Background: an optimization exercise with open tools, aiming at small area. Do not read the settings as production practice. Function was checked by simulation only, so behaviour that the tests miss may differ from the original. No activity file was given, so power comes from the tool's default toggle rates.

## build 50
Design multicast_tree_member_table_unit, start of the top module:
module multicast_tree_member_table_unit
#(
    parameter int MAX_MEMBERS = 16
) (
    input  logic         clk,
    input  logic         rst_n,
    input  logic         s_tvalid,
    output logic         s_tready,
    input  logic [47:0]  s_tdata,    
    input  logic [2:0]   s_tuser,    
    output logic         m_tvalid,
    input  logic         m_tready,
    output logic [111:0] m_tdata,    
    output logic [2:0]   m_tuser,    
    output logic         m_tlast,
    input  logic         cfg_valid,
    output logic         cfg_ready,
    input  logic         cfg_index,
    input  logic [31:0]  cfg_data
);
Settings: LEC_CHECK=0, CAP_MARGIN=20, CORE_MARGIN=2, CORE_UTILIZATION=65, SLEW_MARGIN=20; clock period 10.0 ns.
standard.sh (not shown) runs the stock make flow with config.mk's settings and CLKGATE_MAP_FILE= SYNTH_SCRIPT=/design/flow/synth_recipe.tcl, a recipe that flattens the netlist after the stock synthesis.
==> flow/flow/run.sh <==
#!/bin/bash
# The standard layout (standard.sh, unchanged make targets and settings) with
# three changes:
#  - synthesis maps logic with an area-oriented ABC script (flow/abc_area.script);
#    everything else in synthesis is synth_recipe.tcl as given (same registers);
#  - port buffers use buf_1;
#  - CTS uses clkbuf_16 leaf clusters of at most 30 sinks within 50 um and no dummy loads.
# Each tool's output is in ORFS's own logs under orfs/logs; make's output is in
# flow_make.log.
set -euo pipefail
HERE=$(pwd)
{
  echo "proc abc {args} {"
  echo "  set i [lsearch \$args -script]"
  echo "  set args [lreplace \$args \$i [expr {\$i + 1}] -script $HERE/flow/abc_area.script]"
  echo "  yosys abc {*}\$args"
  echo "}"
  cat synth_recipe.tcl
} > my_synth.tcl
sed "s#SYNTH_SCRIPT=[^ ]*#SYNTH_SCRIPT=$HERE/my_synth.tcl#" standard.sh > my_standard.sh
grep -q "SYNTH_SCRIPT=$HERE/my_synth.tcl" my_standard.sh
export BUFFER_PORTS_ARGS="-buffer_cell sky130_fd_sc_hd__buf_1"
export CTS_ARGS="-sink_clustering_enable -repair_clock_nets -dont_use_dummy_load -sink_clustering_size 30 -sink_clustering_max_diameter 50 -buf_list sky130_fd_sc_hd__clkbuf_16 "
bash my_standard.sh finish > flow_make.log 2>&1
==> flow/flow/abc_area.script <==
strash; balance; rewrite; refactor; balance; rewrite; rewrite -z; balance; refactor -z; rewrite -z; balance; dch -f; amap
Modified inputs, build 75 compared to build 50
diff --git a/flow/flow/run.sh b/flow/flow/run.sh
--- a/flow/flow/run.sh
+++ b/flow/flow/run.sh
@@ -7 +7 @@
-#  - CTS uses clkbuf_16 leaf clusters of at most 30 sinks within 50 um and no dummy loads.
+#  - CTS uses clkbuf_8 leaf clusters of at most 16 sinks within 40 um and no dummy loads.
@@ -23 +23 @@
-export CTS_ARGS="-sink_clustering_enable -repair_clock_nets -dont_use_dummy_load -sink_clustering_size 30 -sink_clustering_max_diameter 50 -buf_list sky130_fd_sc_hd__clkbuf_16 "
+export CTS_ARGS="-sink_clustering_enable -repair_clock_nets -dont_use_dummy_load -sink_clustering_size 16 -sink_clustering_max_diameter 40 -buf_list sky130_fd_sc_hd__clkbuf_8 "
## What came out
Build 75 finished every stage and its layout cleared the timing, design-rule and antenna checks.
Build 50 ran to completion and came out clean on the timing, design-rule and antenna checks.
Note that the wire length recorded for build 75 amounts to 0.915 times the value seen in build 50.
Maximum frequency from static timing analysis ended up about 0.36% higher on build 75 than on build 50.
Of build 75 and build 50, the run reporting the lower final period utilization was build 75.
### build 75 -> build 67
diff --git a/flow/flow/run.sh b/flow/flow/run.sh
--- a/flow/flow/run.sh
+++ b/flow/flow/run.sh
@@ -7 +7 @@
-#  - CTS uses clkbuf_8 leaf clusters of at most 16 sinks within 40 um and no dummy loads.
+#  - CTS uses clkbuf_8 leaf clusters of at most 17 sinks within 50 um and no dummy loads.
@@ -23 +23 @@
-export CTS_ARGS="-sink_clustering_enable -repair_clock_nets -dont_use_dummy_load -sink_clustering_size 16 -sink_clustering_max_diameter 40 -buf_list sky130_fd_sc_hd__clkbuf_8 "
+export CTS_ARGS="-sink_clustering_enable -repair_clock_nets -dont_use_dummy_load -sink_clustering_size 17 -sink_clustering_max_diameter 50 -buf_list sky130_fd_sc_hd__clkbuf_8 "
Notes after the runs:
Build 67 vs build 75 — number of global-route vias before repair dropped by a few percent. Routed wire in build 67 totals less than in build 75. Part of the total power dissipated in sequential elements up 1.0 points in build 67 wrt build 75. | final number of max-transition violations | build 75 vs build 67 | ≈ equal |. Build 67 vs. build 75: synthesis-stage register bit count saw little to no change; power went down 1.6%; first-iteration DRC count went down. Looking at shortest period the worst path allows, build 67 sits 0.065 ns below build 75.
Modified inputs, build 83 compared to build 67
diff --git a/flow/flow/run.sh b/flow/flow/run.sh
--- a/flow/flow/run.sh
+++ b/flow/flow/run.sh
@@ -7 +7 @@
-#  - CTS uses clkbuf_8 leaf clusters of at most 17 sinks within 50 um and no dummy loads.
+#  - CTS uses clkbuf_16 leaf clusters of at most 30 sinks within 60 um and no dummy loads.
@@ -23 +23 @@
-export CTS_ARGS="-sink_clustering_enable -repair_clock_nets -dont_use_dummy_load -sink_clustering_size 17 -sink_clustering_max_diameter 50 -buf_list sky130_fd_sc_hd__clkbuf_8 "
+export CTS_ARGS="-sink_clustering_enable -repair_clock_nets -dont_use_dummy_load -sink_clustering_size 30 -sink_clustering_max_diameter 60 -buf_list sky130_fd_sc_hd__clkbuf_16 "
Results
Build 83 completed; timing, DRC and antenna clean. Per the comparison of build 83 with build 67, cell area went up 0.57%, area taken by flip-flops and latches held. The worst hold slack reported for build 83 is smaller than that of build 67 by 0.066 ns. As far as cell row count goes, build 67 and build 83 are indistinguishable; the numbers are identical. Build 67 has lower part of the power in the clock network than build 83. Of build 83 and build 67, the run reporting the lower overall via count from detail_route was build 67. Lower clock insertion delay at the later pin of the skew report among build 83 and build 67: build 83.

[static timing again, ports no longer ideal]
In the flow no input, the clock included, has a driving cell. The finished layouts below were timed again as built, in two steps. Step 1: set_driving_cell puts a clkbuf_16 on clk and a buf_2 on each other input, an assumption about the parent block. Step 2 also shifts input and output timing later by t, the mid clock arrival at the registers, as if the neighbouring blocks saw the same clock. Three values: no drivers, after step 1, after step 2; two values: the first two.
run | t (ns) | setup WS [ns] | worst setup path after step 2 | latest minus earliest clock arrival (ns) | cell pins on the clock port's net
build 50 | 0.718 | 2.832 / 2.832 / 2.832 | register to register | 0.122 / 0.123 | 1
build 75 | 0.830 | 2.859 / 2.859 / 2.859 | register to register | 0.147 / 0.146 | 1
build 67 | 0.809 | 2.924 / 2.924 / 2.924 | register to register | 0.141 / 0.141 | 1
build 83 | 0.707 | 2.814 / 2.814 / 2.814 | register to register | 0.132 / 0.133 | 1
After both steps every run listed still meets setup and hold.
